Context: an optimization exercise on an open-source flow, tuned for small area, a short achievable clock period and few clock cycles per item. The choices shown serve that exercise and are no tape-out recipe. Where RTL was checked, it was by simulation tests only, not by an equivalence proof against the original. Function not checked in runs 1 and 2: the RTL went through the layout flow alone. The clock port is modelled as an ideal driver; clocking choices that lean on that would not hold on a real chip. Power is estimated from default activity; no workload was simulated.

## design/flow/design.v

```verilog
module collision_scheduler #(
  parameter int MAX_LINES = 51,
  parameter int CW        = 8,
  parameter int IDW       = 8
) (
  input  logic              clk,
  input  logic              reset,
  input  logic              in_val,
  output logic              in_rdy,
  input  logic [CW-1:0]     x1,
  input  logic [CW-1:0]     y1,
  input  logic [CW-1:0]     z1,
  input  logic [CW-1:0]     x2,
  input  logic [CW-1:0]     y2,
  input  logic [CW-1:0]     z2,
  input  logic              clr,
  output logic              chk_req,
  output logic [6*CW-1:0]   chk_a,
  output logic [6*CW-1:0]   chk_b,
  input  logic              chk_ack,
  input  logic              chk_hit,
  output logic              out_val,
  output logic [IDW-1:0]    lineID,
  output logic              collide,
  output logic [IDW-1:0]    collide_cnt,
  output logic              full,
  output logic              busy
);
  localparam int SW = 6 * CW;
  localparam int NL = MAX_LINES;
  localparam int AW = $clog2(MAX_LINES + 1);
  localparam int LV = $clog2(MAX_LINES);
  logic [SW-1:0]  seg;
  logic [NL-1:0][SW-1:0] mem;
  logic [AW-1:0]  ct;         
  logic [AW-1:0]  rid;        
  logic           curv;       
  logic           nxtv;       
  logic           bv;         
  logic           nv;         
  logic [SW-1:0]  cur, nxt, bq;
  logic [NL-1:0]  elig;       
  logic [AW-1:0]  top;        
  logic [NL-1:0]  nsel;       
  logic [NL-1:0]  rest;       
  logic           ov_q, col_q, nrdy_q, req_q, full_q, busy_q;
  logic [IDW-1:0] lid_q, cnt_q;
  assign seg         = {x1, y1, z1, x2, y2, z2};
  assign in_rdy      = !nrdy_q;
  assign chk_req     = req_q;
  assign chk_a       = cur;
  assign chk_b       = bq;
  assign out_val     = ov_q;
  assign lineID      = lid_q;
  assign collide     = col_q;
  assign collide_cnt = cnt_q;
  assign full        = full_q;
  assign busy        = busy_q;
  function automatic [NL-1:0] highest(input [NL-1:0] v);
    logic [NL-1:0] p;
    p = v;
    for (int k = 0; k < LV; k++)
      p = p | (p >> (1 << k));
    highest = v & ~(p >> 1);
  endfunction
  logic [SW-1:0] rd;
  always_comb begin
    rd = '0;
    for (int j = 0; j < NL; j++)
      rd = rd | (mem[j] & {SW{nsel[j]}});
  end
  logic          fire, hit, res, step, accept;
  logic [NL-1:0] e_hi, e_top, r_top, rid_oh;
  assign fire     = req_q && chk_ack;
  assign hit      = fire && chk_hit;
  assign step     = fire && !chk_hit && nv;
  assign res      = (fire && (chk_hit || !nv)) || (curv && !bv);
  assign accept   = in_val && !nrdy_q;
  assign e_hi     = {elig[NL-1:1], 1'b0};
  always_comb begin
    e_top = '0;
    e_top[top[LV-1:0]] = elig[0];
  end
  assign r_top    = highest(rest);
  always_comb begin
    rid_oh = '0;
    rid_oh[rid[LV-1:0]] = 1'b1;
  end
  logic           curv_n, nxtv_n, ov_n;
  logic [AW-1:0]  ct_n;
  assign curv_n = res ? (nxtv || accept) : (curv || accept);
  assign nxtv_n = nxtv ? !res : (curv && !res && accept);
  assign ct_n   = ct + AW'(accept);
  assign ov_n   = res;
  always_ff @(posedge clk or negedge reset) begin
    if (!reset) begin
      ct     <= '0;
      rid    <= '0;
      curv   <= 1'b0;
      nxtv   <= 1'b0;
      bv     <= 1'b0;
      nv     <= 1'b0;
      elig   <= '0;
      top    <= '0;
      ov_q   <= 1'b0;
      nrdy_q <= 1'b0;
      req_q  <= 1'b0;
      full_q <= 1'b0;
      busy_q <= 1'b0;
      cnt_q  <= '0;
    end else if (clr) begin
      ct     <= '0;
      rid    <= '0;
      curv   <= 1'b0;
      nxtv   <= 1'b0;
      bv     <= 1'b0;
      nv     <= 1'b0;
      elig   <= '0;
      top    <= '0;
      ov_q   <= 1'b0;
      nrdy_q <= 1'b0;
      req_q  <= 1'b0;
      full_q <= 1'b0;
      busy_q <= 1'b0;
      cnt_q  <= '0;
    end else begin
      ct     <= ct_n;
      curv   <= curv_n;
      nxtv   <= nxtv_n;
      ov_q   <= ov_n;
      nrdy_q <= (ct_n == AW'(NL)) || nxtv_n;
      full_q <= (ct_n == AW'(NL));
      busy_q <= curv_n || nxtv_n || ov_n;
      req_q  <= curv_n && (bv || res);
      if (ov_q && col_q && (cnt_q != '1)) cnt_q <= cnt_q + IDW'(1);
      if (res) begin
        rid <= rid + AW'(1);
        bv  <= 1'b1;
        if (hit) nv <= |e_hi;
        else     nv <= elig[0];
        if (!hit) begin
          elig <= elig | rid_oh;
          top  <= rid;
        end
      end else if (step) begin
        nv <= |rest;
      end
    end
  end
  logic keep_cur, keep_bq;
  assign keep_cur = curv && !res;
  assign keep_bq  = !fire && !(curv && !bv);
  always_ff @(posedge clk) begin
    if (!keep_cur) cur <= nxtv ? nxt : seg;
    if (!keep_bq)  bq  <= fire ? (chk_hit ? mem[0] : (nv ? rd : cur)) : cur;
    if (res) begin
      lid_q <= IDW'(rid) + IDW'(1);
      col_q <= hit;
    end
  end
  always_ff @(posedge clk) begin
    if (res) begin
      if (hit) begin
        nsel <= {e_top[NL-1:1], 1'b0};
        rest <= e_hi & ~e_top;
      end else begin
        nsel <= e_top;
        rest <= elig & ~e_top;
      end
    end else if (step) begin
      nsel <= r_top;
      rest <= rest & ~r_top;
    end
    if (!nxtv) nxt <= seg;
  end
  always_ff @(posedge clk) begin
    for (int j = 0; j < NL; j++)
      if (ct == AW'(j)) mem[j] <= seg;
  end
endmodule
```

## design/flow/standard.sh

```bash
#!/bin/bash
# synth_recipe.tcl (not shown) runs the flow's synth.tcl, then flattens the netlist and writes it again
# the make line also repeats each setting of config.mk as NAME=value (left out here)
make -C /OpenROAD-flow-scripts/flow DESIGN_CONFIG=/design/flow/config.mk WORK_HOME=/design/flow/orfs CLKGATE_MAP_FILE= SYNTH_SCRIPT=/design/flow/synth_recipe.tcl "${@:-finish}"
```

## design/flow/config.mk

```make
export PLATFORM = sky130hd
export DESIGN_NAME = collision_scheduler
export DESIGN_NICKNAME = collision_scheduler
export VERILOG_FILES = /design/flow/design.v
export SDC_FILE = /design/flow/constraint.sdc
export NUM_CORES = 4
export LEC_CHECK = 0
export CAP_MARGIN = 20
export CORE_MARGIN = 2
export CORE_UTILIZATION = 60
export CTS_CLUSTER_DIAMETER = 100
export CTS_CLUSTER_SIZE = 24
export SETUP_SLACK_MARGIN = 3.35
export SLEW_MARGIN = 20
```

## design/flow/constraint.sdc

```tcl
create_clock -name core_clock -period 6.0 [get_ports {clk}]
set_input_delay 1.2000 -clock core_clock [delete_from_list [all_inputs] [get_ports {clk}]]
set_output_delay 1.2000 -clock core_clock [all_outputs]
set_load 0.01 [all_outputs]
```

## design/flow/flow/run.sh

```bash
#!/bin/bash
# The standard ORFS layout, with the port buffers made of buf_4 cells rather than the
# buffer that buffer_ports picks by default (a slow delay buffer). Synthesis is run first,
# unchanged, so the registers are the standard synthesis's.
set -euo pipefail
bash standard.sh synth > synth.log 2>&1
bash standard.sh "BUFFER_PORTS_ARGS=-buffer_cell sky130_fd_sc_hd__buf_4" finish > layout.log 2>&1
test -s out/final.def
```

==> flow_summary.ini, run 1 <==
[yosys]
synth-seq-cells = 2788
ys_warn_count = 1
synth_largest_area_cell = edfxtp_1
yosys-top-cells-count = edfxtp_1 (2,654), a22oi_1 (962), clkbuf_1 (242), nand3_1 (223), nand4_1 (154)
synth_ff_type = edfxtp_1
syn_area_um2 = 101000
ys_seq_area_frac = 0.818
synth_most_common_cell = edfxtp_1
syn_avg_cell_area_um2 = 17.8
synthArstFlopShare = 0.0308
synth_fp_nets = 5735
synth_top_area_frac = 0.788
synthCells = 5672
synth_edf_count = 2654
yosys-top-cells-area = edfxtp_1 (79%), a22oi_1 (7.1%), dfrtp_1 (2.1%), nand3_1 (1.1%), nand4_1 (0.95%)
synth_cell_types = 61

[hold_path]
hold_path.class = in -> async

[setup_path]
cp_max_fo = 25
r2r_cells = 4
crit_path_end_kind = flip-flop
cp_data_arrival_time_ns = 3.30
crit_type = in -> reg
start_kind = primary input
required_ns = 6.46

[final_layout]
drive_gt1_frac = 0.142
syn_to_final_growth_pct = 11.1
nets = 6052

[floorplan]
core-area_um2 = 167000
io_pins = 172
initial_utilization = 0.604
chipHeight_um = 415
die_area_um2 = 172000
rows = 150
die_x_um = 415

[routing]
wirelength_mm = 393
vias = 65600
drt_iter0_drc = 13700
drc_errors = 0
first_pass_iters = 6
ant_nets = 0
viasPerCell = 7.91
wl_per_cell_um = 47.3

[placed_design]
portBuffers = 170
gp_congestion = 0.903
dp.final_hpwl_mm = 196
dpl_worst_slack_ns = 2.29

[timing]
slew_headroom = 0.319
hold_slack_ns = 0.257
skew_ns = 0.0307
finalWorstSetupSlack_ns = 3.16
worstMarginPinSlew_ns = 1.02
fin_crit_ns = 2.84
setup_viol = 0
max_clock_freq_mhz = 352
fin_tns_setup_ns = 0
timing.final.crit_share = 0.473
rsz0062_at_grt = yes
slew_violations = 0
finalHoldViolCount = 0

[global_route]
grt_pass1_vias = 59700
track_usage = 0.453
grt_max_degree = 65
grt_pass1_wl_mm = 521
grt-ovfl-total = 0
antenna_found_initial = 15

[clocking]
clock-sinks = 2788
cts-root-buf = clkbuf_16
insertion_delay_ns = 0.84
cts_buffer_depth = 3
cts_tree = built
cts_made_buffers = 134
cts_max_level = 4
cts_hold_buf = 0
path_clk_slew_ns = 0.10

[power]
power_leakage_nw = 35.4
p_per_area_nw_per_um2 = 321
worst_ir_drop_vdd_mv = 0.369

[outcome]
status = no timing/DRC/antenna violations

[run]
max_cap_violations = 0
-- per-layer routing --
layer,routed length [um],track usage,vias up
met5,134,0.00194,-
met4,25000,0.211,14
met3,64600,0.124,1224
met2,170000,0.667,6457
met1,133000,0.636,33700
li1,-,-,24200
-- cells by family (layout without fill, tap and decap cells) --
kind of cell    count (synthesis)  in the layout  share of synthesized area
compound gates               1526           1528                      0.113
mux                            54             54                    0.00595
simple gates                  865            866                     0.0443
fa+ha+maj                       9              9                    0.00111
flops                        2788           2788                      0.818
buf+inv                       405            820                     0.0151
xor+xnor                       24             24                    0.00208
other cells                     1              7                  0.0000371
-- per-stage QoR --
stage / utilization / power [mW] / cell area [um^2] / instances
floorplan: - / 23.6 / 102000 / 5672
global placement: 0.636 / 25.6 / 106000 / 7892
detailed placement: 0.636 / 25.6 / 106000 / 7894
CTS: 0.669 / 35.7 / 112000 / 8275
global route: 0.671 / 36.6 / 112000 / 8295
finish: 0.671 / 36.0 / 112000 / 8300
-- power breakdown --
part | switching, mW | internal (mW)
Clock | 6.06 | 4.42
Combinational | 2.69 | 0.915
Sequential | 0.276 | 21.7
Total | 9.02 | 27.0
-- what timing repair did --
item / in CTS / in global routing
buffers inserted: 141 / 18
hold endpoints to repair: 0 / 0
gates cloned: 3 / 1
endpoints found under the setup margin: 1489 / 301
pin swaps: 40 / 10
gates resized for setup: 117 / 34
-- cell usage in the layout (no fill, tap or decap), types with 13 or more instances in the layout --
cell and instances:
clkbuf_16 140, a22oi_1 961, clkbuf_1 87, a21oi_1 59
dfxtp_1 48, nor2b_1 15, inv_1 59, a31o_2 18
a221oi_1 96, nand4_1 154, o21ai_0 56, nand3_1 220
or3_1 13, o22ai_1 131, nand2_1 104, dfrtp_1 78
nor4_1 54, nor3_1 95, mux2_2 49, buf_4 374
nor2_4 52, a222oi_1 48, nor2_1 71, buf_6 80
buf_12 63, edfxtp_1 2654, a22o_1 97
-- cell type report --
class	instances	area (um^2)
well taps	2204	2760
multi-input cells	2482	17600
clock inverters	11	123
diodes	6	15.0
inverters	63	241
fillers	11300	55000
flip-flops and latches	2788	82800
repair buffers	520	5020
clock buffers	226	3800
-- flip-flops by register name, summed over array words and instances, names as in the netlist, 6 cells and up --
name / cells
nsel: 51
rest: 51
rid: 6
top: 6
cnt_q: 8
cur: 48
ct: 6
lid_q: 7
bq: 48
mem: 2448
nxt: 48
elig: 51
-- final timing paths --
| check | start | to | slack, ns |
|---|---|---|---|
| worst max-delay path | chk_ack | bq[22] | 3.16 |
| min in group core_clock | nxt[0] | nxt[0] | 0.48 |
| worst min register to register | nxt[0] | nxt[0] | 0.48 |
| worst min-delay path | reset | cnt_q[3] | 0.26 |
| worst max register to register | req_q | bq[22] | 3.26 |
| max in group asynchronous | reset | nxtv | 4.48 |
-- worst max-delay path, cell delays in order --
cell and delay [ns]:
buf_4 0.20, nand2_1 0.38, nand2_4 0.71, buf_4 0.72
==> inputs of run 2 (changes only) <==
--- a/design/flow/config.mk
+++ b/design/flow/config.mk
@@ -9,6 +9,7 @@
 export CORE_MARGIN = 2
-export CORE_UTILIZATION = 60
+export CORE_UTILIZATION = 72
 export CTS_CLUSTER_DIAMETER = 100
 export CTS_CLUSTER_SIZE = 24
-export SETUP_SLACK_MARGIN = 3.35
+export PLACE_DENSITY = 0.72
+export SETUP_SLACK_MARGIN = 3.6
 export SLEW_MARGIN = 20
==> run 2 against run 1 <==
Still clean on timing, DRC and antenna. Die area fell by 17%. Clock-buffer cell count is 3 lower. Synthesized cell count is the same. Sequential power barely moved. Critical path depth shrank 3. Critical endpoint is now chk_a[14].
==> flow_summary.ini, run 2 <==
[outcome]
status = no timing/DRC/antenna violations

[placed_design]
dp.final_hpwl_mm = 185
dpl_worst_slack_ns = 2.17
gp_congestion = 0.938
portBuffers = 170

[timing]
setup_viol = 0
rsz0062_at_grt = yes
slew_headroom = 0.211
fin_tns_setup_ns = 0
slew_violations = 0
max_clock_freq_mhz = 358
timing.final.crit_share = 0.466
hold_slack_ns = 0.158
finalWorstSetupSlack_ns = 3.20
worstMarginPinSlew_ns = 1.18
skew_ns = 0.0302
fin_crit_ns = 2.80
finalHoldViolCount = 0

[yosys]
synthCells = 5672
syn_avg_cell_area_um2 = 17.8
synth_ff_type = edfxtp_1
synth-seq-cells = 2788
synth_largest_area_cell = edfxtp_1
synth_top_area_frac = 0.788
ys_warn_count = 1
synth_most_common_cell = edfxtp_1
synth_fp_nets = 5735
synth_cell_types = 61
yosys-top-cells-count = edfxtp_1 (2,654), a22oi_1 (962), clkbuf_1 (242), nand3_1 (223), nand4_1 (154)
syn_area_um2 = 101000
synth_edf_count = 2654
ys_seq_area_frac = 0.818
synthArstFlopShare = 0.0308
yosys-top-cells-area = edfxtp_1 (79%), a22oi_1 (7.1%), dfrtp_1 (2.1%), nand3_1 (1.1%), nand4_1 (0.95%)

[floorplan]
rows = 137
chipHeight_um = 379
initial_utilization = 0.725
io_pins = 172
die_area_um2 = 144000
core-area_um2 = 140000
die_x_um = 379

[clocking]
cts_tree = built
clock-sinks = 2788
cts_buffer_depth = 3
cts_made_buffers = 134
cts_max_level = 4
insertion_delay_ns = 0.83
path_clk_slew_ns = 0.11
cts_hold_buf = 0
cts-root-buf = clkbuf_16

[run]
max_cap_violations = 0

[power]
p_per_area_nw_per_um2 = 316
power_leakage_nw = 36.1
worst_ir_drop_vdd_mv = 0.313

[setup_path]
startpoint = cur[14]
r2r_cells = 5
cp_max_fo = 2
crit_type = reg -> out
required_ns = 4.80
crit_path_end_kind = output pin
critPathMaxStageDelay_ns = 0.57
r2r_slack_ns = 3.24
path_cells = buf_6
r2r_start = rest[14]
setup.worst_path.end = chk_a[14]
critical_path_depth = 1
timing.rr.end = rest[6]
start_kind = flip-flop
crit_slowest_cell = edfxtp_1
cp_data_arrival_time_ns = 1.60
crit_buf_inv = 1
crit_family = flip-flops

[routing]
wirelength_mm = 379
drc_errors = 0
ant_nets = 0
first_pass_iters = 9
wl_per_cell_um = 47.1
drt_iter0_drc = 15200
vias = 67700
viasPerCell = 8.41

[global_route]
track_usage = 0.525
grt_max_degree = 79
grt-ovfl-total = 0
grt_pass1_wl_mm = 500
antenna_found_initial = 29
grt_pass1_vias = 62000

[final_layout]
nets = 6124
largest_reg_flops = 2448
fillers = 7002
layout_commonest_cell = edfxtp_1
drive_gt1_frac = 0.163
layout_common_cells = edfxtp_1 (2,654), a22oi_1 (961), buf_4 (330)
largest-register = mem
syn_to_final_growth_pct = 12.3

[hold_path]
hold_path.class = in -> async
==> run 2: cell counts after synthesis <==
Identical to the previous run, type by type.
==> run 2: timing repair <==
item                                    in CTS  in global routing
buffers inserted                           147                 77
cloned                                       5                  6
endpoints found under the hold margin        0                  0
resized for setup                          288                140
endpoints found under the setup margin    2104               1562
pin swaps                                   39                 36
==> run 2: routing by layer <==
metal  track usage  part of all wire
met2         0.726              0.41
met1         0.690              0.29
met4         0.325             0.090
met5        0.0302           0.00078
met3         0.228              0.21
==> run 2: where the power goes <==
group	total (mW)	internal (mW)	leakage, nW	switching (mW)
Clock	10.2	4.38	1.84	5.86
Combinational	3.71	1.00	8.61	2.71
Sequential	22.0	21.7	25.7	0.283
==> run 2: how the worst min path moves through the flow <==
stage             from       to  slack, ns
2_1_floorplan   nxt[0]   nxt[0]       0.45
3_3_place_gp   nxt[47]  nxt[47]       0.45
3_5_place_dp    nxt[8]   nxt[8]       0.46
4_1_cts          reset    ct[4]       0.18
5_1_grt          reset    ct[3]       0.16
6_report         reset    ct[3]       0.16
==> run 2: layout make-up <==
cell class	instances	area, um^2	area share
antenna	21	52.6	0.000462
clock buffer	223	3790	0.0334
clock inverter	4	46.3	0.000407
inverter	63	244	0.00215
multi-input combinational	2486	18200	0.160
sequential	2788	82800	0.729
tap	1876	2350	0.0206
timing repair buffer	588	6190	0.0545
==> run 2: cells by family (layout without fill, tap and decap cells) <==
| family | after synthesis | count (layout) | share of synthesized area |
|---|---|---|---|
| DFF | 2788 | 2788 | 0.818 |
| and+or+nand+nor | 865 | 869 | 0.0443 |
| xor gates and xnor gates | 24 | 24 | 0.00208 |
| other | 1 | 22 | 0.0000371 |
| AOI/OAI and AO/OA | 1526 | 1529 | 0.113 |
| buffers and inverters | 405 | 878 | 0.0151 |
| muxes | 54 | 54 | 0.00595 |
| adders and majority gates | 9 | 9 | 0.00111 |
==> run 2: metrics by stage <==
step / util / instances / area [um^2] / total power [mW]
2_1_floorplan: - / 5672 / 102000 / 23.6
3_3_place_gp: 0.759 / 7561 / 106000 / 25.4
3_5_place_dp: 0.760 / 7566 / 106000 / 25.4
4_1_cts: 0.805 / 7945 / 112000 / 35.3
5_1_grt: 0.814 / 8033 / 114000 / 36.3
6_report: 0.815 / 8049 / 114000 / 35.9
==> inputs of run 3 (changes only) <==
--- a/design/flow/design.v
+++ b/design/flow/design.v
@@ -42,3 +42,2 @@
   logic [NL-1:0]  elig;       
-  logic [AW-1:0]  top;        
   logic [NL-1:0]  nsel;       
@@ -79,6 +78,3 @@
   assign e_hi     = {elig[NL-1:1], 1'b0};
-  always_comb begin
-    e_top = '0;
-    e_top[top[LV-1:0]] = elig[0];
-  end
+  assign e_top    = highest(elig);
   assign r_top    = highest(rest);
@@ -103,3 +99,2 @@
       elig   <= '0;
-      top    <= '0;
       ov_q   <= 1'b0;
@@ -118,3 +113,2 @@
       elig   <= '0;
-      top    <= '0;
       ov_q   <= 1'b0;
@@ -140,6 +134,3 @@
         else     nv <= elig[0];
-        if (!hit) begin
-          elig <= elig | rid_oh;
-          top  <= rid;
-        end
+        if (!hit) elig <= elig | rid_oh;
       end else if (step) begin
@@ -149,11 +140,16 @@
   end
-  logic keep_cur, keep_bq;
-  assign keep_cur = curv && !res;
-  assign keep_bq  = !fire && !(curv && !bv);
-  always_ff @(posedge clk) begin
-    if (!keep_cur) cur <= nxtv ? nxt : seg;
-    if (!keep_bq)  bq  <= fire ? (chk_hit ? mem[0] : (nv ? rd : cur)) : cur;
-    if (res) begin
-      lid_q <= IDW'(rid) + IDW'(1);
-      col_q <= hit;
+  always_ff @(posedge clk or negedge reset) begin
+    if (!reset) begin
+      cur   <= '0;
+      bq    <= '0;
+      lid_q <= '0;
+      col_q <= 1'b0;
+    end else begin
+      if (res || !curv) cur <= nxtv ? nxt : seg;
+      if (fire)              bq <= chk_hit ? mem[0] : (nv ? rd : cur);
+      else if (curv && !bv)  bq <= cur;
+      if (res) begin
+        lid_q <= IDW'(rid) + IDW'(1);
+        col_q <= hit;
+      end
     end
==> design/flow/flow/run.sh (replaced) <==
#!/bin/bash
# The standard ORFS layout, with two changes after synthesis: the port buffers are buf_4
# cells rather than the buffer that buffer_ports picks by default (a slow delay buffer), and
# after CTS the flip-flops that drive output ports are sized up (flow/post_cts.tcl).
# Synthesis is run first, unchanged, so the registers are the standard synthesis's.
set -euo pipefail
here=$(pwd)
bash standard.sh synth > synth.log 2>&1
bash standard.sh "BUFFER_PORTS_ARGS=-buffer_cell sky130_fd_sc_hd__buf_4" \
  "POST_CTS_TCL=$here/flow/post_cts.tcl" finish > layout.log 2>&1
test -s out/final.def
==> design/flow/flow/post_cts.tcl (new file) <==
# Runs at the end of ORFS's CTS step (POST_CTS_TCL). Sizes up each flip-flop that drives an
# output port's buffer to the _4 drive strength of the same cell type, then legalizes.
set db [ord::get_db]
set block [ord::get_db_block]
set n 0
foreach bterm [$block getBTerms] {
  if {[$bterm getIoType] ne "OUTPUT"} continue
  set net [$bterm getNet]
  if {$net eq "NULL"} continue
  foreach it [$net getITerms] {
    if {![$it isOutputSignal]} continue
    set buf [$it getInst]
    foreach bit [$buf getITerms] {
      if {![$bit isInputSignal]} continue
      set n2 [$bit getNet]
      if {$n2 eq "NULL"} continue
      foreach dit [$n2 getITerms] {
        if {![$dit isOutputSignal]} continue
        set drv [$dit getInst]
        set m [[$drv getMaster] getName]
        if {[regexp {^(sky130_fd_sc_hd__df[a-z]+)_[12]$} $m -> base]} {
          set nm [$db findMaster ${base}_4]
          if {$nm ne "NULL"} {
            $drv swapMaster $nm
            incr n
          }
        }
      }
    }
  }
}
puts "post_cts: sized up $n flip-flops that drive output ports"
detailed_placement
check_placement -verbose
--- a/design/flow/config.mk
+++ b/design/flow/config.mk
@@ -9,7 +9,6 @@
 export CORE_MARGIN = 2
-export CORE_UTILIZATION = 72
+export CORE_UTILIZATION = 60
 export CTS_CLUSTER_DIAMETER = 100
 export CTS_CLUSTER_SIZE = 24
-export PLACE_DENSITY = 0.72
-export SETUP_SLACK_MARGIN = 3.6
+export SETUP_SLACK_MARGIN = 3.5
 export SLEW_MARGIN = 20
==> run 3 against run 2 <==
Still clean. Core utilization shrank 14 points. Power grew 3.5%. Critical path type unchanged. Largest cell class unchanged. Worst setup slack gained 0.042 ns.
==> flow_summary.ini, run 3 <==
[floorplan]
io_pins = 172
die_area_um2 = 174000
chipHeight_um = 417
core-area_um2 = 169000
initial_utilization = 0.603
die_x_um = 417
rows = 151

[power]
sequentialPowerShare = 0.596
p_per_area_nw_per_um2 = 324
p_sw_frac = 0.259
p_clk_frac = 0.282
combPwrFrac = 0.122
totalPowerFinal_mw = 37.2
internal_power_mw = 27.6
power_leakage_nw = 36.6
worst_ir_drop_vdd_mv = 0.335
switching_power_mw = 9.61

[yosys]
synth_fa_ha_area_frac = 0.000980
synth-seq-cells = 2781
synthMuxAreaShare = 0.0108
synthArstFlopShare = 0.0662
synth_fp_nets = 5860
synth_ff_type = edfxtp_1
syn_avg_cell_area_um2 = 17.6
yosys-top-cells-count = edfxtp_1 (2,549), a22o_1 (422), a221oi_1 (421), a22oi_1 (339), clkbuf_1 (278)
synth_top_family_by_area = compound AO/OA/AOI/OAI gates
synth_most_common_cell = edfxtp_1
synth_cell_types = 70
synthCells = 5798
ys_seq_area_frac = 0.804
synth_largest_area_cell = edfxtp_1
synth_edf_count = 2549
synth_xor_area_frac = 0.00163
ys_warn_count = 1
yosys-top-cells-area = edfxtp_1 (75%), dfrtp_1 (4.5%), a22o_1 (3.6%), a221oi_1 (3.6%), a22oi_1 (2.5%)
synth_top_area_frac = 0.749
synth_compound_area_frac = 0.121
syn_area_um2 = 102000
synth-simple-area-share = 0.0476

[final_layout]
largest-register = mem
multi_input_area_um2 = 19700
fillers = 11400
layout_commonest_cell = edfxtp_1
reg.largest.list = mem x2448, elig x51, nsel x51
syn_to_final_growth_pct = 12.2
nets = 6192
register_area_um2 = 82600
fin_cells = 8461
drive_gt1_frac = 0.175
largest_reg_flops = 2448
layout_common_cells = edfxtp_1 (2,549), a22o_1 (422), a221oi_1 (417)

[routing]
first_pass_iters = 8
wl_per_cell_um = 47.7
viasPerCell = 7.98
ant_nets = 0
wirelength_mm = 404
drt_iter0_drc = 13400
drc_errors = 0
vias = 67500

[timing]
fin_crit_ns = 2.75
finalHoldViolCount = 0
timing.final.crit_share = 0.459
skew_ns = 0.0337
slew_violations = 0
fin_tns_setup_ns = 0
max_clock_freq_mhz = 363
rsz0062_at_grt = yes
worstMarginPinSlew_ns = 0.992
slew_headroom = 0.339
setup_viol = 0

[global_route]
grt-ovfl-total = 0
grt_pass1_vias = 61000
grt_max_degree = 85
antenna_found_initial = 17
track_usage = 0.463
grt_pass1_wl_mm = 535

[setup_path]
crit_family = flip-flops
critPathMaxStageDelay_ns = 0.58
r2r_start = rest[46]
r2r_slack_ns = 3.35
crit_buf_inv = 1
crit_path_end_kind = output pin
crit_slowest_cell = dfrtp_4
crit_type = reg -> out
cp_max_fo = 2
r2r_cells = 7
timing.rr.end = rest[5]
start_kind = flip-flop
path_cells = buf_6
cp_data_arrival_time_ns = 1.55
required_ns = 4.80

[placed_design]
dp.cells = 8020
dp.final_hpwl_mm = 199
portBuffers = 170
gp_congestion = 0.866

[outcome]
status = no timing/DRC/antenna violations

[run]
max_cap_violations = 0

[clocking]
cts_tree = built
path_clk_slew_ns = 0.10
clock-sinks = 2781
insertion_delay_ns = 0.83

[hold_path]
hold_path.class = in -> async
-- run 3: per-layer routing --
layer,share of wire,track usage,up-vias
met4,0.066,0.227,14
met2,0.43,0.683,6670
met3,0.16,0.122,1348
li1,-,-,24900
met1,0.34,0.647,34600
met5,0.00020,0,-
-- run 3: area by class of cell --
class | count | area share
diodes | 13 | 0.000284
clock buffers | 231 | 0.0337
clock inverters | 5 | 0.000448
inverters | 18 | 0.000699
multi-input cells | 2644 | 0.172
flip-flops and latches | 2781 | 0.720
well taps | 2218 | 0.0242
repair buffers | 551 | 0.0485
-- run 3: worst max-delay path by stage --
stage	startpoint	end	slack, ns	cells past startpoint
5_1_grt	bq[47]	chk_b[47]	3.24	1
3_3_place_gp	chk_hit	cur[22]	2.32	6
3_5_place_dp	chk_hit	cur[38]	2.26	6
2_1_floorplan	ct[5]	mem[192]	3.07	4
6_report	bq[47]	chk_b[47]	3.25	1
-- run 3: kinds of logic (layout without fill, tap and decap cells) --
logic type               count (synthesis)  in the layout
multiplexers                            98             98
buffers and inverters                  377            805
XOR/XNOR                                19             19
flip-flops                            2781           2781
adder cells (fa/ha/maj)                  8              8
AND/OR/NAND/NOR                        972            973
other                                    1             14
AO/OA/AOI/OAI                         1542           1545
-- run 3: power by group through the flow --
| stage | Combinational (mW) | Clock, mW | Sequential, mW |
|---|---|---|---|
| after floorplan | 1.64 | 0 | 22.3 |
| after global placement | 3.78 | 0 | 22.5 |
| after detailed placement | 3.81 | 0 | 22.5 |
| after global routing | 4.55 | 11.0 | 22.2 |
| final | 4.54 | 10.5 | 22.1 |
-- run 3: stage by stage --
step,worst slack (ns),hold slack (ns),area (um^2),util
global placement,2.32,0.451,107000,0.635
detailed placement,2.26,0.455,107000,0.635
finish,3.25,0.371,115000,0.677
global route,3.24,0.387,115000,0.677
floorplan,3.07,0.445,102000,-
Testbench counts of run 3, summed over its fixed seeds: cycles 50,448, items 2,933.

## what the ideal ports hide
How much do the figures lean on ideal ports? The routed layouts below were timed once more, with nothing changed but the port constraints.
Step 1, drivers: a clkbuf_16 drives clk and a buf_2 each remaining input, both assumed.
Step 2 adds t to the input delays and takes it off the output delays; t is the mean of the earliest and latest rising clock arrival at the registers after step 1. Input paths then give back, and output paths get back, about the clock's delay inside the block.
Three values: ideal, step 1, step 2; two values: the first two.
run | t, ns | setup WS [ns] | hold WS [ns] | worst setup path at the end | latest minus earliest clock arrival (ns)
run 1 | 0.906 | 3.159 / 3.083 / 2.283 | 0.257 / 0.194 / 0.477 | input to register | 0.039 / 0.040
run 2 | 0.903 | 3.204 / 3.116 / 2.711 | 0.158 / 0.139 / 0.479 | input to register | 0.036 / 0.035
run 3 | 0.899 | 3.246 / 3.156 / 2.632 | 0.371 / 0.329 / 0.480 | input to register | 0.036 / 0.036
After both steps setup and hold are still met in every run listed. For run 1, which loses most, drivers alone change the setup slack by -0.076 ns; drivers and shift together by -0.876 ns.
